What follows belongs to an exercise in optimizing a design on an open flow for small area, a short achievable clock period and few clock cycles per item; a production flow would make more cautious choices. No functional check of the RTL was part of any run shown here.

File: flow/flow/run.sh
#!/bin/bash
# Own layout flow: the standard flow (standard.sh) with its synthesis
# changed in one place only. Where the standard synthesis maps all logic with
# ABC, this one maps the gate-level modules listed in flow/struct_modules.txt
# one yosys gate to one cell (flow/cellmap.v), keeping their structure, and
# the rest with ABC as before. The flip-flops are mapped before that step, as
# in the standard synthesis, so registers, names and cells are unchanged.
# flow/knobs.txt adds ORFS variables to both make calls.
# Each tool's full output goes to a log file of its own in this folder.
set -euo pipefail
here=$(pwd)
fdir=$here/flow
structs=$(tr '\n' ' ' < "$fdir/struct_modules.txt")
rest=$(tr '\n' ' ' < "$fdir/abc_modules.txt")

sed "s#^  log_cmd abc {\*}\$abc_args#  log_cmd techmap -map $fdir/cellmap.v $structs\n  log_cmd opt_clean\n  log_cmd abc {*}\$abc_args $rest#" \
  "$FLOW_HOME/scripts/synth.tcl" > "$here/own_synth.tcl"
grep -q "cellmap.v" "$here/own_synth.tcl"
sed "s#\$::env(SCRIPTS_DIR)/synth.tcl#$here/own_synth.tcl#" "$here/synth_recipe.tcl" > "$here/own_synth_recipe.tcl"
grep -q "own_synth.tcl" "$here/own_synth_recipe.tcl"

knobs=()
if [[ -f $fdir/knobs.txt ]]; then
  while IFS= read -r line; do
    [[ -n "$line" && "$line" != \#* ]] && knobs+=("$line")
  done < "$fdir/knobs.txt"
fi

bash standard.sh "SYNTH_SCRIPT=$here/own_synth_recipe.tcl" "${knobs[@]}" synth > "$here/synth.log" 2>&1
bash standard.sh "SYNTH_SCRIPT=$here/own_synth_recipe.tcl" "${knobs[@]}" finish > "$here/layout.log" 2>&1
test -f "$here/out/final.def"
File: flow/flow/abc_modules.txt
sm4Core
sm4Inv16
File: flow/flow/cellmap.v
module \$_AND_ (input A, input B, output Y); sky130_fd_sc_hd__and2_1 _TECHMAP_REPLACE_ (.A(A), .B(B), .X(Y)); endmodule
module \$_OR_ (input A, input B, output Y); sky130_fd_sc_hd__or2_1 _TECHMAP_REPLACE_ (.A(A), .B(B), .X(Y)); endmodule
module \$_XOR_ (input A, input B, output Y); sky130_fd_sc_hd__xor2_1 _TECHMAP_REPLACE_ (.A(A), .B(B), .X(Y)); endmodule
module \$_XNOR_ (input A, input B, output Y); sky130_fd_sc_hd__xnor2_1 _TECHMAP_REPLACE_ (.A(A), .B(B), .Y(Y)); endmodule
module \$_NAND_ (input A, input B, output Y); sky130_fd_sc_hd__nand2_1 _TECHMAP_REPLACE_ (.A(A), .B(B), .Y(Y)); endmodule
module \$_NOR_ (input A, input B, output Y); sky130_fd_sc_hd__nor2_1 _TECHMAP_REPLACE_ (.A(A), .B(B), .Y(Y)); endmodule
module \$_NOT_ (input A, output Y); sky130_fd_sc_hd__inv_1 _TECHMAP_REPLACE_ (.A(A), .Y(Y)); endmodule
module \$_MUX_ (input A, input B, input S, output Y); sky130_fd_sc_hd__mux2_1 _TECHMAP_REPLACE_ (.A0(A), .A1(B), .S(S), .X(Y)); endmodule
File: flow/flow/knobs.txt
SYNTH_HIERARCHICAL=1
SYNTH_ARGS=-noabc
ADDER_MAP_FILE=
File: flow/flow/struct_modules.txt
sm4Sbox
sm4DataT
sm4KeyT
File: flow/standard.sh
#!/bin/bash
# synth_recipe.tcl (not shown) runs the flow's synth.tcl, then flattens the netlist and writes it again
# the make line also repeats each setting of config.mk as NAME=value (left out here)
make -C /OpenROAD-flow-scripts/flow DESIGN_CONFIG=/design/flow/config.mk WORK_HOME=/design/flow/orfs CLKGATE_MAP_FILE= SYNTH_SCRIPT=/design/flow/synth_recipe.tcl "${@:-finish}"
File: flow/config.mk
export PLATFORM = sky130hd
export DESIGN_NAME = sm4Core
export DESIGN_NICKNAME = sm4Core
export VERILOG_FILES = /design/flow/design.v
export SDC_FILE = /design/flow/constraint.sdc
export NUM_CORES = 8
export LEC_CHECK = 0
export CAP_MARGIN = 20
export CORE_MARGIN = 2
export CORE_UTILIZATION = 60
export SETUP_SLACK_MARGIN = 5
export SLEW_MARGIN = 20
export TNS_END_PERCENT = 0
File: flow/constraint.sdc
create_clock -name core_clock -period 11.0 [get_ports {clk}]
set_input_delay 2.2000 -clock core_clock [delete_from_list [all_inputs] [get_ports {clk}]]
set_output_delay 2.2000 -clock core_clock [all_outputs]
set_load 0.01 [all_outputs]
File: flow/design.v
`default_nettype none
package sm4TablesPkg;
  function automatic logic [1:0] gf4Mul(input logic [1:0] a, input logic [1:0] b);
    logic hh, ll, mm;
    hh = a[1] & b[1];
    ll = a[0] & b[0];
    mm = (a[1] ^ a[0]) & (b[1] ^ b[0]);
    gf4Mul = {mm ^ ll, hh ^ ll};
  endfunction
  function automatic logic [3:0] gf16Mul(input logic [3:0] a, input logic [3:0] b, input logic [1:0] nu);
    logic [1:0] hh, ll, mm;
    hh = gf4Mul(a[3:2], b[3:2]);
    ll = gf4Mul(a[1:0], b[1:0]);
    mm = gf4Mul(a[3:2] ^ a[1:0], b[3:2] ^ b[1:0]);
    gf16Mul = {mm ^ ll, gf4Mul(hh, nu) ^ ll};
  endfunction
  function automatic logic [3:0] gf16Inv2(input logic [3:0] a);
    case (a)
      4'd0: gf16Inv2 = 4'd0;
      4'd1: gf16Inv2 = 4'd1;
      4'd2: gf16Inv2 = 4'd3;
      4'd3: gf16Inv2 = 4'd2;
      4'd4: gf16Inv2 = 4'd15;
      4'd5: gf16Inv2 = 4'd12;
      4'd6: gf16Inv2 = 4'd9;
      4'd7: gf16Inv2 = 4'd11;
      4'd8: gf16Inv2 = 4'd10;
      4'd9: gf16Inv2 = 4'd6;
      4'd10: gf16Inv2 = 4'd8;
      4'd11: gf16Inv2 = 4'd7;
      4'd12: gf16Inv2 = 4'd5;
      4'd13: gf16Inv2 = 4'd14;
      4'd14: gf16Inv2 = 4'd13;
      4'd15: gf16Inv2 = 4'd4;
      default: gf16Inv2 = 4'd0;
    endcase
  endfunction
  function automatic logic [7:0] sbox(input logic [7:0] x);
    logic [7:0] t;
    logic [7:0] v;
    logic [3:0] ah, al, d, di;
    t[0] = x[1] ^ x[2] ^ x[5];
    t[1] = x[1] ^ x[4] ^ x[5] ^ x[6] ^ 1'b1;
    t[2] = x[2] ^ x[5] ^ x[7];
    t[3] = x[3] ^ x[4] ^ 1'b1;
    t[4] = x[0] ^ x[1] ^ x[2] ^ x[4] ^ x[6];
    t[5] = x[6] ^ 1'b1;
    t[6] = x[2] ^ x[7] ^ 1'b1;
    t[7] = x[0] ^ x[1] ^ x[2] ^ x[3] ^ x[4] ^ x[5] ^ x[6] ^ 1'b1;
    ah = t[7:4];
    al = t[3:0];
    d  = gf16Mul(ah, ah, 2'd2) ;
    d  = gf16Mul(d, 4'd9, 2'd2) ^ gf16Mul(ah, al, 2'd2) ^ gf16Mul(al, al, 2'd2);
    di = gf16Inv2(d);
    v  = {gf16Mul(ah, di, 2'd2), gf16Mul(ah ^ al, di, 2'd2)};
    sbox[0] = v[0] ^ v[2] ^ v[4] ^ v[6] ^ 1'b1;
    sbox[1] = v[0] ^ v[6] ^ 1'b1;
    sbox[2] = v[1] ^ v[2] ^ v[4] ^ v[5] ^ v[6];
    sbox[3] = v[0] ^ v[4] ^ v[6] ^ v[7];
    sbox[4] = v[1] ^ v[3] ^ v[7] ^ 1'b1;
    sbox[5] = v[1] ^ v[3] ^ v[5];
    sbox[6] = v[0] ^ v[1] ^ 1'b1;
    sbox[7] = v[0] ^ v[1] ^ v[2] ^ v[3] ^ v[5] ^ 1'b1;
  endfunction
  function automatic logic [31:0] ck(input logic [4:0] i);
    case (i)
      5'd0: ck = 32'h00070e15;
      5'd1: ck = 32'h1c232a31;
      5'd2: ck = 32'h383f464d;
      5'd3: ck = 32'h545b6269;
      5'd4: ck = 32'h70777e85;
      5'd5: ck = 32'h8c939aa1;
      5'd6: ck = 32'ha8afb6bd;
      5'd7: ck = 32'hc4cbd2d9;
      5'd8: ck = 32'he0e7eef5;
      5'd9: ck = 32'hfc030a11;
      5'd10: ck = 32'h181f262d;
      5'd11: ck = 32'h343b4249;
      5'd12: ck = 32'h50575e65;
      5'd13: ck = 32'h6c737a81;
      5'd14: ck = 32'h888f969d;
      5'd15: ck = 32'ha4abb2b9;
      5'd16: ck = 32'hc0c7ced5;
      5'd17: ck = 32'hdce3eaf1;
      5'd18: ck = 32'hf8ff060d;
      5'd19: ck = 32'h141b2229;
      5'd20: ck = 32'h30373e45;
      5'd21: ck = 32'h4c535a61;
      5'd22: ck = 32'h686f767d;
      5'd23: ck = 32'h848b9299;
      5'd24: ck = 32'ha0a7aeb5;
      5'd25: ck = 32'hbcc3cad1;
      5'd26: ck = 32'hd8dfe6ed;
      5'd27: ck = 32'hf4fb0209;
      5'd28: ck = 32'h10171e25;
      5'd29: ck = 32'h2c333a41;
      5'd30: ck = 32'h484f565d;
      5'd31: ck = 32'h646b7279;
      default: ck = 32'h0;
    endcase
  endfunction
  localparam logic [127:0] FK = {
    32'ha3b1bac6,
    32'h56aa3350,
    32'h677d9197,
    32'hb27022dc
  };
  function automatic logic [31:0] rotl(input logic [31:0] w, input int unsigned n);
    rotl = (w << n) | (w >> (32 - n));
  endfunction
  function automatic logic [31:0] tauSub(input logic [31:0] a);
    tauSub = {sbox(a[31:24]), sbox(a[23:16]), sbox(a[15:8]), sbox(a[7:0])};
  endfunction
  function automatic logic [31:0] dataT(input logic [31:0] x);
    logic [31:0] b;
    b = tauSub(x);
    dataT = b ^ rotl(b, 2) ^ rotl(b, 10) ^ rotl(b, 18) ^ rotl(b, 24);
  endfunction
  function automatic logic [31:0] keyT(input logic [31:0] x);
    logic [31:0] b;
    b = tauSub(x);
    keyT = b ^ rotl(b, 13) ^ rotl(b, 23);
  endfunction
endpackage
`default_nettype wire
`default_nettype none
package sm4CorePkg;
  localparam int WORD_W  = 32;
  localparam int BLOCK_W = 128;
  localparam int ROUNDS  = 32;
  localparam int ROUND_W = 5;
endpackage
`default_nettype wire
`default_nettype none
module sm4DataT (
  input  wire logic [31:0] y,
  output logic [31:0]      t
);
  logic [31:0] b;
  sm4Sbox u_s0 (.a(y[31:24]), .y(b[31:24]));
  sm4Sbox u_s1 (.a(y[23:16]), .y(b[23:16]));
  sm4Sbox u_s2 (.a(y[15:8]),  .y(b[15:8]));
  sm4Sbox u_s3 (.a(y[7:0]),   .y(b[7:0]));
  assign t = (b ^ {b[29:0], b[31:30]}) ^ ({b[21:0], b[31:22]} ^ {b[13:0], b[31:14]}) ^ {b[7:0], b[31:8]};
endmodule
module sm4KeyT (
  input  wire logic [31:0] y,
  output logic [31:0]      t
);
  logic [31:0] b;
  sm4Sbox u_s0 (.a(y[31:24]), .y(b[31:24]));
  sm4Sbox u_s1 (.a(y[23:16]), .y(b[23:16]));
  sm4Sbox u_s2 (.a(y[15:8]),  .y(b[15:8]));
  sm4Sbox u_s3 (.a(y[7:0]),   .y(b[7:0]));
  assign t = b ^ ({b[18:0], b[31:19]} ^ {b[8:0], b[31:9]});
endmodule
module sm4Sbox (
  input  wire logic [7:0] a,
  output logic [7:0]      y
);
  logic t1, t2, t3, t4, t5, t6, t7, t8, t9, t10, t11, t12;
  logic t13, t14, t15, t16, t17, t18, t19, t20, t21, t22, t23, t24;
  logic t25, t26, t27, t28, t29, t30, t31, t32, t33, t34, t35, t36;
  logic t37, t38, t39, t40, t41, t42, t43, t44, t45, t46, t47, p0;
  logic p1, p2, p3, p4, p5, p6, p7, p8, u1, u2, u3, u4;
  logic u5, u6, u7, u8, u9, u10, u11, u12, u13, u14, qh0, qs0;
  logic qh1, qs1, qh2, qs2, qh3, qs3, qh4, qs4, qh5, qs5, qh6, qs6;
  logic qh7, qs7, qh8, qs8, w1, w2, w3, w4, w5, w6, w7, w8;
  logic w9, w10, w11, w12, w13, w14, w15, w16, w17, w18, w19, w20;
  logic w21, w22, w23, w24, w25, w26, w27, w28, w29, w30, w31, w32;
  logic w33, w34, w35, w36, w37, w38, w39, w40;
  logic [3:0] d;
  logic [8:0] fd;
  assign t1 = a[0] ^ a[1];
  assign t2 = a[4] ^ a[6];
  assign t3 = a[2] ^ a[5];
  assign t4 = a[3] ^ a[7];
  assign t5 = t1 ^ t2;
  assign t6 = a[3] ^ t3;
  assign t7 = t3 ^ t4;
  assign t8 = a[2] ^ a[7];
  assign t9 = a[1] ^ a[3];
  assign t10 = a[0] ^ a[6];
  assign t11 = a[5] ^ t4;
  assign t12 = a[7] ^ t2;
  assign t13 = a[6] ^ t1;
  assign t14 = a[2] ^ a[4];
  assign t15 = a[0] ^ a[3];
  assign t16 = a[5] ^ a[7];
  assign t17 = a[0] ^ a[4];
  assign t18 = a[3] ^ a[6];
  assign t19 = a[4] ^ t1;
  assign t20 = a[0] ^ t4;
  assign t21 = a[3] ^ t2;
  assign t22 = a[2] ^ t9;
  assign t23 = a[7] ^ t17;
  assign t24 = a[0] ^ t2;
  assign t25 = a[2] ^ t4;
  assign t26 = t1 ^ t14;
  assign t27 = t1 ^ t3;
  assign t28 = t15 ^ t2;
  assign t29 = t3 ^ t9;
  assign t30 = t10 ^ t4;
  assign t31 = t18 ^ t3;
  assign t32 = a[2] ^ t5;
  assign t33 = a[7] ^ t5;
  assign t34 = a[6] ^ t7;
  assign t35 = a[1] ^ t7;
  assign t36 = t3 ^ t5;
  assign t37 = t16 ^ t5;
  assign t38 = t1 ^ t11;
  assign t39 = t13 ^ t8;
  assign t40 = t10 ^ t6;
  assign t41 = t12 ^ t3;
  assign t42 = t5 ^ t6;
  assign t43 = t11 ^ t5;
  assign t44 = t19 ^ t6;
  assign t45 = t24 ^ t7;
  assign t46 = t25 ^ t5;
  assign t47 = t13 ^ t6;
  assign p0 = ~t42 & ~t27;
  assign p1 = ~t8 & ~t36;
  assign p2 = t43 & t2;
  assign p3 = ~a[6] & ~t20;
  assign p4 = t32 & ~t28;
  assign p5 = ~t26 & t12;
  assign p6 = t44 & t35;
  assign p7 = ~t33 & t29;
  assign p8 = ~t34 & a[7];
  assign u1 = p2 ^ p4;
  assign u2 = p4 ^ p7;
  assign u3 = p3 ^ t46;
  assign u4 = p5 ^ t40;
  assign u5 = p3 ^ t47;
  assign u6 = p5 ^ t41;
  assign u7 = p1 ^ u3;
  assign u8 = p0 ^ u4;
  assign u9 = p6 ^ u5;
  assign u10 = p8 ^ u6;
  assign u11 = u1 ^ u7;
  assign u12 = u1 ^ u8;
  assign u13 = u2 ^ u9;
  assign u14 = u10 ^ u2;
  assign qh0 = ~t42 & fd[0];
  assign qs0 = t21 & fd[0];
  assign qh1 = ~t8 & fd[1];
  assign qs1 = t37 & fd[1];
  assign qh2 = t43 & fd[2];
  assign qs2 = t38 & fd[2];
  assign qh3 = ~a[6] & fd[3];
  assign qs3 = t30 & fd[3];
  assign qh4 = t32 & fd[4];
  assign qs4 = ~t22 & fd[4];
  assign qh5 = ~t26 & fd[5];
  assign qs5 = ~t39 & fd[5];
  assign qh6 = t44 & fd[6];
  assign qs6 = t23 & fd[6];
  assign qh7 = ~t33 & fd[7];
  assign qs7 = ~t45 & fd[7];
  assign qh8 = ~t34 & fd[8];
  assign qs8 = ~t31 & fd[8];
  assign w1 = qh3 ^ qh6;
  assign w2 = qh4 ^ qs2;
  assign w3 = qh7 ^ qs1;
  assign w4 = qh5 ^ qh8;
  assign w5 = qh2 ^ qs0;
  assign w6 = w1 ^ w2;
  assign w7 = qs6 ^ qs7;
  assign w8 = qs2 ^ qs3;
  assign w9 = qh0 ^ qh8;
  assign w10 = qs3 ^ qs5;
  assign w11 = qs7 ^ qs8;
  assign w12 = w3 ^ w4;
  assign w13 = w5 ^ w9;
  assign w14 = w13 ^ w6;
  assign w15 = qs1 ^ qs4;
  assign w16 = qh1 ^ qh2;
  assign w17 = qh6 ^ qs4;
  assign w18 = qh7 ^ qs0;
  assign w19 = qh4 ^ qs0;
  assign w20 = qh1 ^ qh3;
  assign w21 = qs6 ^ qs8;
  assign w22 = w2 ^ w7;
  assign w23 = w1 ^ w15;
  assign w24 = w4 ^ w8;
  assign w25 = w10 ^ w7;
  assign w26 = w16 ^ w17;
  assign w27 = w3 ^ w8;
  assign w28 = w11 ^ w18;
  assign w29 = w1 ^ w10;
  assign w30 = w19 ^ w3;
  assign w31 = w20 ^ w21;
  assign w32 = w12 ^ w5;
  assign w33 = w12 ^ w22;
  assign w34 = w23 ^ w24;
  assign w35 = w26 ^ w27;
  assign w36 = w28 ^ w6;
  assign w37 = w29 ^ w30;
  assign w38 = w11 ^ w14;
  assign w39 = w14 ^ w25;
  assign w40 = w31 ^ w32;
  assign d = {u14, u13, u12, u11};
  sm4Inv16 u_inv (.d(d), .fd(fd));
  assign y[0] = ~w33;
  assign y[1] = ~w34;
  assign y[2] = w39;
  assign y[3] = w35;
  assign y[4] = ~w38;
  assign y[5] = w36;
  assign y[6] = ~w37;
  assign y[7] = ~w40;
endmodule
module sm4Inv16 (
  input  wire logic [3:0] d,
  output logic [8:0]      fd
);
  always_comb
  begin
    case (d)
      4'd0: fd = 9'd0;
      4'd1: fd = 9'd432;
      4'd2: fd = 9'd216;
      4'd3: fd = 9'd360;
      4'd4: fd = 9'd27;
      4'd5: fd = 9'd195;
      4'd6: fd = 9'd245;
      4'd7: fd = 9'd413;
      4'd8: fd = 9'd45;
      4'd9: fd = 9'd238;
      4'd10: fd = 9'd325;
      4'd11: fd = 9'd350;
      4'd12: fd = 9'd54;
      4'd13: fd = 9'd427;
      4'd14: fd = 9'd371;
      4'd15: fd = 9'd390;
      default: fd = 9'd0;
    endcase
  end
endmodule
`default_nettype wire
`default_nettype none
import sm4CorePkg::*;
module sm4Core (
  input  wire logic                             clk,
  input  wire logic                             rst_n,
  input  wire logic                             start,
  input  wire logic                             decrypt,
  input  wire logic [sm4CorePkg::BLOCK_W-1:0]   key,
  input  wire logic [sm4CorePkg::BLOCK_W-1:0]   textIn,
  output logic [sm4CorePkg::BLOCK_W-1:0]        textOut,
  output logic                                  done
);
  localparam logic [ROUND_W-1:0] CNT_LAST = ROUND_W'(ROUNDS - 1);
  logic               busy;
  logic               rounds;
  logic               decMode;
  logic               valid;
  logic [ROUND_W-1:0] cnt;
  logic [ROUND_W-1:0] cntNext;
  logic               accept;
  logic               hit;
  logic               lastRound;
  logic               toRounds;
  logic               keyBack;
  logic               dataRound;
  logic               saveEnd;
  logic [BLOCK_W-1:0] keyIn;
  logic [BLOCK_W-1:0] kw;
  logic [BLOCK_W-1:0] ko;
  assign keyIn     = key ^ sm4TablesPkg::FK;
  assign accept    = start && !busy;
  assign hit       = valid && (keyIn == kw);
  assign lastRound = busy && rounds && (cnt == '0);
  assign toRounds  = busy && !rounds && (!decMode || cnt == CNT_LAST);
  always_comb
  begin
    if (accept)
      cntNext = hit ? (decrypt ? CNT_LAST : ROUND_W'(1)) : '0;
    else if (!busy || lastRound)
      cntNext = '0;
    else if (rounds ? decMode : (decMode && cnt == CNT_LAST))
      cntNext = rounds ? cnt - 1'b1 : cnt;
    else
      cntNext = cnt + 1'b1;
  end
  always_ff @(posedge clk or negedge rst_n)
  begin
    if (!rst_n)
    begin
      busy    <= 1'b0;
      rounds  <= 1'b0;
      decMode <= 1'b0;
      valid   <= 1'b0;
      cnt     <= '0;
      done    <= 1'b0;
      keyBack <= 1'b0;
      dataRound <= 1'b0;
    end
    else
    begin
      done <= lastRound;
      keyBack   <= accept ? (hit && decrypt)
                          : (busy && !lastRound && decMode && (rounds || toRounds));
      dataRound <= accept ? hit : (busy && !lastRound && (rounds || toRounds));
      cnt  <= cntNext;
      if (accept)
      begin
        busy    <= 1'b1;
        rounds  <= hit;
        decMode <= decrypt;
      end
      else
      begin
        if (lastRound)
        begin
          busy  <= 1'b0;
          valid <= 1'b1;
        end
        if (toRounds)
          rounds <= 1'b1;
      end
    end
  end
  logic [WORD_W-1:0] ckReg;
  always_ff @(posedge clk)
    ckReg <= sm4TablesPkg::ck(cntNext);
  logic [WORD_W-1:0] k0, k1, k2, k3;
  logic [WORD_W-1:0] tk;
  logic [WORD_W-1:0] e0, e1, e2, e3;
  logic              stepFwd;
  logic              stepBack;
  logic              encEnd;
  assign {k0, k1, k2, k3} = kw;
  sm4KeyT u_keyT (.y(k1 ^ k2 ^ (keyBack ? k0 : k3) ^ ckReg), .t(tk));
  assign encEnd   = lastRound && !decMode;
  assign stepFwd  = (accept && hit && !decrypt) || (busy && !keyBack && !encEnd);
  assign stepBack = busy && keyBack;
  always_comb
  begin
    if (accept && !hit)
      {e0, e1, e2, e3} = keyIn;
    else if ((accept && decrypt) || encEnd)
      {e0, e1, e2, e3} = ko;
    else if (stepFwd)
      {e0, e1, e2, e3} = {k1, k2, k3, k0};
    else if (stepBack)
      {e0, e1, e2, e3} = {k3, k0, k1, k2};
    else
      {e0, e1, e2, e3} = kw;
  end
  always_ff @(posedge clk)
    kw <= {(tk & {WORD_W{stepBack}}) ^ e0, e1, e2, (tk & {WORD_W{stepFwd}}) ^ e3};
  assign saveEnd = busy && (decMode ? (rounds && cnt == CNT_LAST)
                                    : (!rounds || cnt == '0));
  always_ff @(posedge clk)
  begin
    if ((accept && hit && !decrypt) || saveEnd)
      ko <= kw;
  end
  logic [WORD_W-1:0] x0, x1, x2, x3;
  logic [WORD_W-1:0] ty;
  sm4DataT u_dataT (.y(x1 ^ x2 ^ x3 ^ k3), .t(ty));
  always_ff @(posedge clk)
  begin
    if (accept)
      {x0, x1, x2} <= textIn[127:32];
    else if (dataRound)
      {x0, x1, x2} <= {x1, x2, x3};
  end
  always_ff @(posedge clk)
    x3 <= (ty & {WORD_W{dataRound}}) ^ (accept ? textIn[31:0] : (dataRound ? x0 : x3));
  assign textOut = {x3, x2, x1, x0};
endmodule
`default_nettype wire
==> results.txt, run 1 <==
----------------------------------------------------
[Outcome]
  Outcome ... finished clean

[Global route]
  GR met3 Demand/Resource ... 8.67%
  Peak-usage layer in the global routing report ... met2
  Antenna violations before repair ... 14
  Largest net degree at the start of global routing ... ~100
  First-pass GRT wire length ... 202 mm
  GRT overflow ... 0
  Number of global-route vias before repair ... about 32000
  M1 GR Usage ... 51.3%
  Global-route usage over all layers ... 42.2%
  Grt met2 use ... approximately 67%

[Timing]
  Maximum clock frequency ... 0.150 GHz
  Final setup violation count ... 0
  Count of pins over their slew limit ... 0
  Hold violation count in the final report ... 0
  Final min period ... around 6.7 ns
  Tcrit/Tclk final ... 60.7%
  Setup total negative slack ... 0 ns
  Layout Skew ... around 0.072 ns
  Tightest Pin Transition ... 1.14 ns
  Unrepaired setup endpoints after global routing ... yes
  Headroom to the max-slew limit ... 24.3%

[Setup path]
  Worst path required time ... 11.46 ns
  Crit Path Category ... flop to flop
  Largest fanout of any net on the critical path ... 7
  Critical Path AT ... 7.13 ns
  Crit path capture type ... flop
  Delay of the slowest cell on the worst path ... 0.55 ns
  Nature of the critical path startpoint ... flop
  Highest-delay cell along the critical path ... dfxtp_2

[Logic synthesis]
  Top flip-flop cell by instance count after synthesis ... edfxtp_1
  Number of warnings printed during yosys synthesis ... 32
  FF+latch count, synth ... between 400 and 500
  Post-synth cell types ... between 60 and 70
  Cell types occupying the most area after synthesis ... xor2_1 (26%), edfxtp_1 (23%), dfxtp_1 (6.4%)
  Number of standard cells after synthesis ... about 4200
  Synthesized area ... 36800 sq um
  Largest area contributor in the synthesized netlist ... xor2_1
  Sequential fraction of the synthesis area ... 30.7%
  Post-synthesis area per instance ... 8.68 sq um
  Most instantiated cells after synthesis ... xor2_1 (1102), nand2_1 (601), edfxtp_1 (288)
  Most numerous cell in the Yosys netlist ... xor2_1
  Asr flop ratio synth ... 2.88%
  Number of enable flip-flop cells after synthesis ... 288
  Synth Net Count ... 4502
  Share of Yosys cell area claimed by the top area cell type ... between 20% and 30%

[CTS]
  Max Root-Sink Buffers ... 3
  Clock tree from TritonCTS ... built
  Sink Count ... between 400 and 500
  Clock root buffer ... clkbuf_16
  Total clock buffers created by CTS ... 47
  Clock transition at path regs ... 0.07 ns
  H-tree Lvls ... 2
  Clk latency of the worst-skew pair ... 0.66 ns

[Detailed routing]
  Detailed router's first-iteration violation count ... 5230
  Post-detailed-route via-to-cell ratio ... 6.48
  Routed Antenna Nets ... 0
  Number of design rule violations left after detail routing ... 0
  Via count ... 37100
  Average wire length per cell after detail routing ... 28.0 um
  Routed wire length ... 160 mm
  First-pass iteration count of the detailed router ... 9

[Job]
  Count of max-cap constraint violations ... 0

[Place]
  Number of buffers inserted by port buffering ... just under 400
  Routability congestion estimate from global placement ... ~1.0
  Dpl hpwl ... 97.7 mm
  Standard cell area after detailed placement ... 40900 sq um

[Floorplanning]
  Die extent in y ... 252 um
  Initial Utilization ... between 60% and 70%
  I/O pin cnt ... 389
  Die width ... 252 um
  Core box area ... 60500 sq um
  Die area ... around 63000 sq um
  Count of standard-cell rows ... 90

[Min path]
  Path class of the lowest-slack min-delay path ... flop to flop

[Finish]
  Area of all placed cells without fillers ... 50600 sq um
  Area delta synth->final ... 37.6%
  Layout Nets ... 5162
  Final core utilization ... 83.7%
  Fraction of layout cells with a size suffix above 1 ... between 20% and 30%

----------------------------------------------------
## Yosys stat by module (local to each module, per instance)
| module | flip-flops and latches | copies in the design | cells | cell area [sq um] |
|---|---|---|---|---|
| sm4Inv16 | 0 | 8 | 38 | 216 |
| sm4KeyT | 0 | 1 | 64 | 561 |
| sm4Core | 417 | 1 | 2546 | 24200 |
| sm4Sbox | 0 | 8 | 150 | 1150 |
| sm4DataT | 0 | 1 | 128 | 1120 |
## placed cells by master, fill, tap and decap left out, drive strengths merged, types with 13 or more instances in the layout
| cell | count |
|---|---|
| clkinv | 13 |
| nand4 | 16 |
| a21o | 68 |
| clkbuf | 72 |
| a221oi | 70 |
| a31oi | 75 |
| xnor2 | 236 |
| nor2 | 97 |
| o22ai | 40 |
| nand2b | 25 |
| nor2b | 20 |
| clkdlybuf4s50 | 388 |
| edfxtp | 288 |
| o21ai | 218 |
| and2 | 220 |
| buf | 474 |
| mux2i | 98 |
| xor2 | 1106 |
| nand3 | 40 |
| a22o | 34 |
| nor3 | 26 |
| nor4 | 15 |
| o211ai | 46 |
| inv | 198 |
| o2bb2ai | 50 |
| and3 | 17 |
| nand2 | 602 |
| a21oi | 117 |
| dfxtp | 117 |
| o31ai | 32 |
## critical path, delay by kind of cell (launching register included)
family	cells	cell delay (ns)
xor gates and xnor gates	15	3.62
buffers and inverters	6	0.94
AOI/OAI and AO/OA	4	0.80
and+or+nand+nor	3	0.59
DFF	1	0.55
## through the flow
stage,setup slack [ns],hold slack (ns),instances
floorplan,4.79,0.406,4242
global placement,3.01,0.540,5204
detailed placement,2.87,0.543,5204
CTS,4.71,0.509,5436
global route,4.21,0.546,5728
finish,4.33,0.517,5732
## metal layers
metal / wire [um] / vias to the layer above / part of all wire (%)
li1: - / 15300 / -
met1: 53200 / 17700 / 33
met2: 70600 / 3050 / 44
met3: 18800 / 1028 / 12
met4: 17700 / 14 / 11
met5: 93 / - / 0.058
## path summary, 6_finish.rpt
check,depth (start not counted),slack [ns],from,endpoint
max,28,4.33,kw[17],x3[18]
max in group asynchronous,1,8.58,rst_n,keyBack
min in group asynchronous,1,1.94,rst_n,decMode
min,2,0.52,ko[124],kw[124]
min reg2reg,2,0.52,ko[124],kw[124]
max reg2reg,28,4.33,kw[17],x3[18]
## area by class of cell
type | instances | area, sq um
Multi-Input combinational cell | 3374 | 28100
Sequential cell | 417 | 11400
Fill cell | 3314 | 9850
Timing Repair Buffer | 865 | 7770
Clock buffer | 69 | 1350
Tap cell | 782 | 978
Inverter | 197 | 739
Clock inverter | 19 | 249
Antenna cell | 9 | 22.5
## sequential cells by signal (all words and copies together) (netlist names), 5 cells and up
name / count
x2: 32
ko: 128
cnt: 5
ckReg: 21
x1: 32
x3: 32
x0: 32
kw: 128
## timing repair
action	in CTS	in global routing
setup buffers	143	278
setup endpoints to repair	198	204
cloned	1	6
resized for setup	268	415
hold buffers	0	0
pin swaps	77	195
## logic make-up (layout without fill, tap and decap cells)
kind of cell	after synthesis	in the layout	share of synthesized area, %
AO/OA/AOI/OAI	816	816	15.1
XOR/XNOR	1338	1342	31.8
adder cells (fa/ha/maj)	10	10	0.299
buffers and inverters	456	1150	5.35
flip-flops	417	417	30.7
multiplexers	99	99	2.70
other	0	9	0
AND/OR/NAND/NOR	1106	1107	14.0
==> run 2, diff against run 1 <==
==> flow/run.sh (new file) <==
#!/bin/bash
# synth_recipe.tcl (not shown) runs the flow's synth.tcl, then flattens the netlist and writes it again
# the make line also repeats each setting of config.mk as NAME=value (left out here)
make -C /OpenROAD-flow-scripts/flow DESIGN_CONFIG=/design/flow/config.mk WORK_HOME=/design/flow/orfs CLKGATE_MAP_FILE= SYNTH_SCRIPT=/design/flow/synth_recipe.tcl finish
removed: flow/flow/run.sh
removed: flow/flow/abc_modules.txt
removed: flow/flow/cellmap.v
removed: flow/flow/knobs.txt
removed: flow/flow/struct_modules.txt
removed: flow/standard.sh
==> run 2 against run 1 <==
Compared with the run above: sequential share of layout area fell by 0.65 points; utilization is 4.2 points lower; global-route usage is 0.77 points lower; critical path depth down 5; wire length decreased by 4.8%; worst hold slack improved by 0.036 ns; highest routed layer unchanged.
==> results.txt, run 2 <==
----------------------------------------------------
[Outcome]
  Outcome ... finished clean (unchanged)

[Timing]
  Layout Skew ... 0.0564 ns (was 0.0721 ns)
  Headroom to the max-slew limit ... 25.7% (was 24.3%)
  Setup total negative slack ... 0 ns (unchanged)
  Tcrit/Tclk final ... 58.4% (was 60.7%)
  Maximum clock frequency ... 0.156 GHz (was 0.150 GHz)
  Hold violation count in the final report ... 0 (unchanged)
  Count of pins over their slew limit ... 0 (unchanged)
  Tightest Pin Transition ... 1.11 ns (was 1.14 ns)
  WHS ... 0.553 ns (was 0.517 ns)
  Unrepaired setup endpoints after global routing ... yes (unchanged)
  Final setup violation count ... 0 (unchanged)
  Final min period ... 6.43 ns (was 6.67 ns)
  PnR worst setup slack ... 4.57 ns (was 4.33 ns)

[CTS]
  Max Root-Sink Buffers ... 3 (unchanged)
  Clk latency of the worst-skew pair ... 0.64 ns (was 0.66 ns)
  Hold-fix buffers, CTS ... 0 (unchanged)
  Sink Count ... 417 (unchanged)
  H-tree Lvls ... 2 (unchanged)
  Total clock buffers created by CTS ... 46 (was 47)
  Clock tree from TritonCTS ... built (unchanged)
  Clock root buffer ... clkbuf_16 (unchanged)
  Clock transition at path regs ... 0.06 ns (was 0.07 ns)

[Place]
  Number of buffers inserted by port buffering ... 388 (unchanged)
  Number of placed cells counting well taps ... 5437 (was 5204)
  Standard cell area after detailed placement ... 44300 sq um (was 40900 sq um)
  Dpl hpwl ... 106 mm (was 97.7 mm)
  Post-placement worst setup slack ... 3.09 ns (was 2.87 ns)
  Routability congestion estimate from global placement ... 1.01 (was 1.05)

[Setup path]
  Flop-to-flop setup slack ... 4.57 ns (was 4.33 ns)
  Critical Path AT ... 6.89 ns (was 7.13 ns)
  Crit path capture type ... flop (unchanged)
  Largest fanout of any net on the critical path ... 5 (was 7)
  Worst path required time ... 11.47 ns (was 11.46 ns)
  Terminus of the critical flop-to-flop path ... x3[3] (was x3[18])
  Nature of the critical path startpoint ... flop (unchanged)
  Crit Path Category ... flop to flop (unchanged)
  R2R Path Start ... x2[31] (was kw[17])
  Worst Reg2Reg Path Length in Cells ... 23 (was 28)

[Detailed routing]
  Detailed router's first-iteration violation count ... 4309 (was 5230)
  Routed wire length ... 153 mm (was 160 mm)
  Average wire length per cell after detail routing ... 26.1 um (was 28.0 um)
  Number of design rule violations left after detail routing ... 0 (unchanged)
  Routed Antenna Nets ... 0 (unchanged)
  Via count ... 37400 (was 37100)
  First-pass iteration count of the detailed router ... 8 (was 9)
  Post-detailed-route via-to-cell ratio ... 6.40 (was 6.48)

[Logic synthesis]
  Largest area contributor in the synthesized netlist ... edfxtp_1 (was xor2_1)
  Most numerous cell in the Yosys netlist ... nand2_1 (was xor2_1)
  Number of standard cells after synthesis ... 4367 (was 4242)
  Post-synthesis area per instance ... 9.10 sq um (was 8.68 sq um)
  Share of Yosys cell area claimed by the top area cell type ... 21.8% (was 26.2%)
  Top flip-flop cell by instance count after synthesis ... edfxtp_1 (unchanged)
  Number of enable flip-flop cells after synthesis ... 288 (unchanged)
  FF+latch count, synth ... 417 (unchanged)
  Asr flop ratio synth ... 2.88% (unchanged)
  Most instantiated cells after synthesis ... nand2_1 (669), xnor2_1 (656), nor2_1 (336) (was xor2_1 (1102), nand2_1 (601), edfxtp_1 (288))
  Sequential fraction of the synthesis area ... 28.4% (was 30.7%)
  Number of warnings printed during yosys synthesis ... 2 (was 32)
  Synthesized area ... 39700 sq um (was 36800 sq um)
  Cell types occupying the most area after synthesis ... edfxtp_1 (22%), xnor2_1 (14%), xor2_1 (6.4%) (was xor2_1 (26%), edfxtp_1 (23%), dfxtp_1 (6.4%))
  Post-synth cell types ... 110 (was 65)
  Synth Net Count ... 4693 (was 4502)

[Global route]
  GR met3 Demand/Resource ... 7.72% (was 8.67%)
  M1 GR Usage ... 51.8% (was 51.3%)
  Largest net degree at the start of global routing ... 155 (was 98)
  First-pass GRT wire length ... 213 mm (was 202 mm)
  GRT overflow ... 0 (unchanged)
  Number of global-route vias before repair ... 33900 (was 32100)
  Antenna violations before repair ... 9 (was 14)
  Global-route usage over all layers ... 41.4% (was 42.2%)
  Grt met2 use ... 65.3% (was 66.6%)
  Peak-usage layer in the global routing report ... met2 (unchanged)

[Finish]
  Number of non-filler instances in the completed layout ... 5837 (was 5732)
  Fraction of layout cells with a size suffix above 1 ... 20.6% (was 23.0%)
  Top library cells by usage in the layout, fill and taps aside ... nand2_1 (663), xnor2_1 (477), clkdlybuf4s50_1 (387) (was xor2_1 (779), nand2_1 (598), buf_4 (435))
  Filler cell count in the final layout ... 4251 (was 3314)
  Area of all placed cells without fillers ... 52200 sq um (was 50600 sq um)
  Regs by FF count ... ko (128), kw (128) (unchanged)
  Final core utilization ... 79.5% (was 83.7%)
  Most common cell after layout, fill and taps aside ... nand2_1 (was xor2_1)
  Area delta synth->final ... 31.3% (was 37.6%)
  Layout Nets ... 5256 (was 5162)

[Min path]
  Min-delay src ... kw[18] (was ko[124])
  Hold Path Depth ... 0 (was 2)
  Path class of the lowest-slack min-delay path ... flop to flop (unchanged)
  Min-Delay Endpoint ... ko[18] (was kw[124])

[Floorplanning]
  Core box area ... 65600 sq um (was 60500 sq um)
  Die area ... 68300 sq um (was 63300 sq um)
  Die width ... 261 um (was 252 um)
  Die extent in y ... 261 um (was 252 um)
  Count of standard-cell rows ... 94 (was 90)
  I/O pin cnt ... 389 (unchanged)
  Initial Utilization ... 60.5% (was 60.9%)

[Job]
  Count of max-cap constraint violations ... 0 (unchanged)

----------------------------------------------------
[run 2: area by class of cell]
cell class / count / area, sq um / area share (%)
sequential: 417 / 11400 / 21.8
clock buffer: 59 / 1240 / 2.38
antenna: 5 / 12.5 / 0.0240
tap: 864 / 1080 / 2.07
multi-input combinational: 3626 / 30900 / 59.2
clock inverter: 27 / 272 / 0.520
timing repair buffer: 754 / 7000 / 13.4
inverter: 85 / 319 / 0.612
[run 2: metal layers]
layer / part of all wire (%) / up-vias / wire [um]
li1: - / 16400 / -
met1: 36 / 17800 / 54200
met2: 45 / 2513 / 69200
met3: 10 / 614 / 16000
met4: 8.6 / 6 / 13100
met5: 0.025 / - / 38
[run 2: worst max-delay path by stage]
| stage | start | slack (ns) | endpoint |
|---|---|---|---|
| floorplan | x2[28] | 4.64 | x3[28] |
| global placement | kw[30] | 3.22 | x3[31] |
| detailed placement | keyBack | 3.09 | kw[9] |
| CTS | x2[2] | 4.78 | x3[14] |
| global route | x2[31] | 4.47 | x3[3] |
| finish | x2[31] | 4.57 | x3[3] |
[run 2: critical path, cell delays in order (launching register included)]
cell and delay [ns]:
edfxtp_1 0.36, buf_4 0.19, xnor2_4 0.31, xor2_4 0.14
buf_12 0.16, xnor2_1 0.31, o21a_1 0.39, a2111oi_2 0.08
nor4_2 0.40, xor2_2 0.28, buf_4 0.18, ha_4 0.20
inv_2 0.06, a21oi_1 0.07, a2111o_1 0.44, nor3_1 0.49
xnor2_1 0.20, xnor2_1 0.21, xnor2_1 0.57, xor2_2 0.25
xnor3_1 0.55, xor2_1 0.19, o22ai_1 0.16, a21oi_1 0.09
[run 2: what timing repair did]
item,in CTS,in global routing
buffers inserted,120,186
gates resized for setup,313,281
gates cloned,0,3
pin swaps,78,124
endpoints found under the hold margin,0,0
setup endpoints to repair,235,256
[run 2: cells by family after synthesis]
kind of cell / synth area share [%]
AND/OR/NAND/NOR: 14.4
XOR/XNOR: 30.7
AO/OA/AOI/OAI: 14.5
flip-flops: 28.4
buffers and inverters: 3.33
multiplexers: 6.07
adder cells (fa/ha/maj): 2.59

-- separate check: timing with driven ports --
Ports are ideal in the flow. The routed layouts listed here were re-timed in OpenROAD. Step 1, drivers: a clkbuf_16 drives clk and a buf_2 each remaining input, both assumed. Step 2 times the ports against the registers' clock, not the clock port: input delays grow and output delays shrink by t, the midpoint of the rising clock arrivals with the driver on. Slacks: ideal ports / drivers / drivers and shift; pairs: ideal ports / drivers.
run | t, ns | setup WS [ns] | worst setup path at the end
run 1 | 0.697 | 4.325 / 4.325 / 4.106 | input to register
run 2 | 0.690 | 4.574 / 4.574 / 4.065 | input to register
After both steps setup and hold are still met in every run listed. For run 2, which loses most, drivers alone change the setup slack by 0.000 ns; drivers and shift together by -0.509 ns.
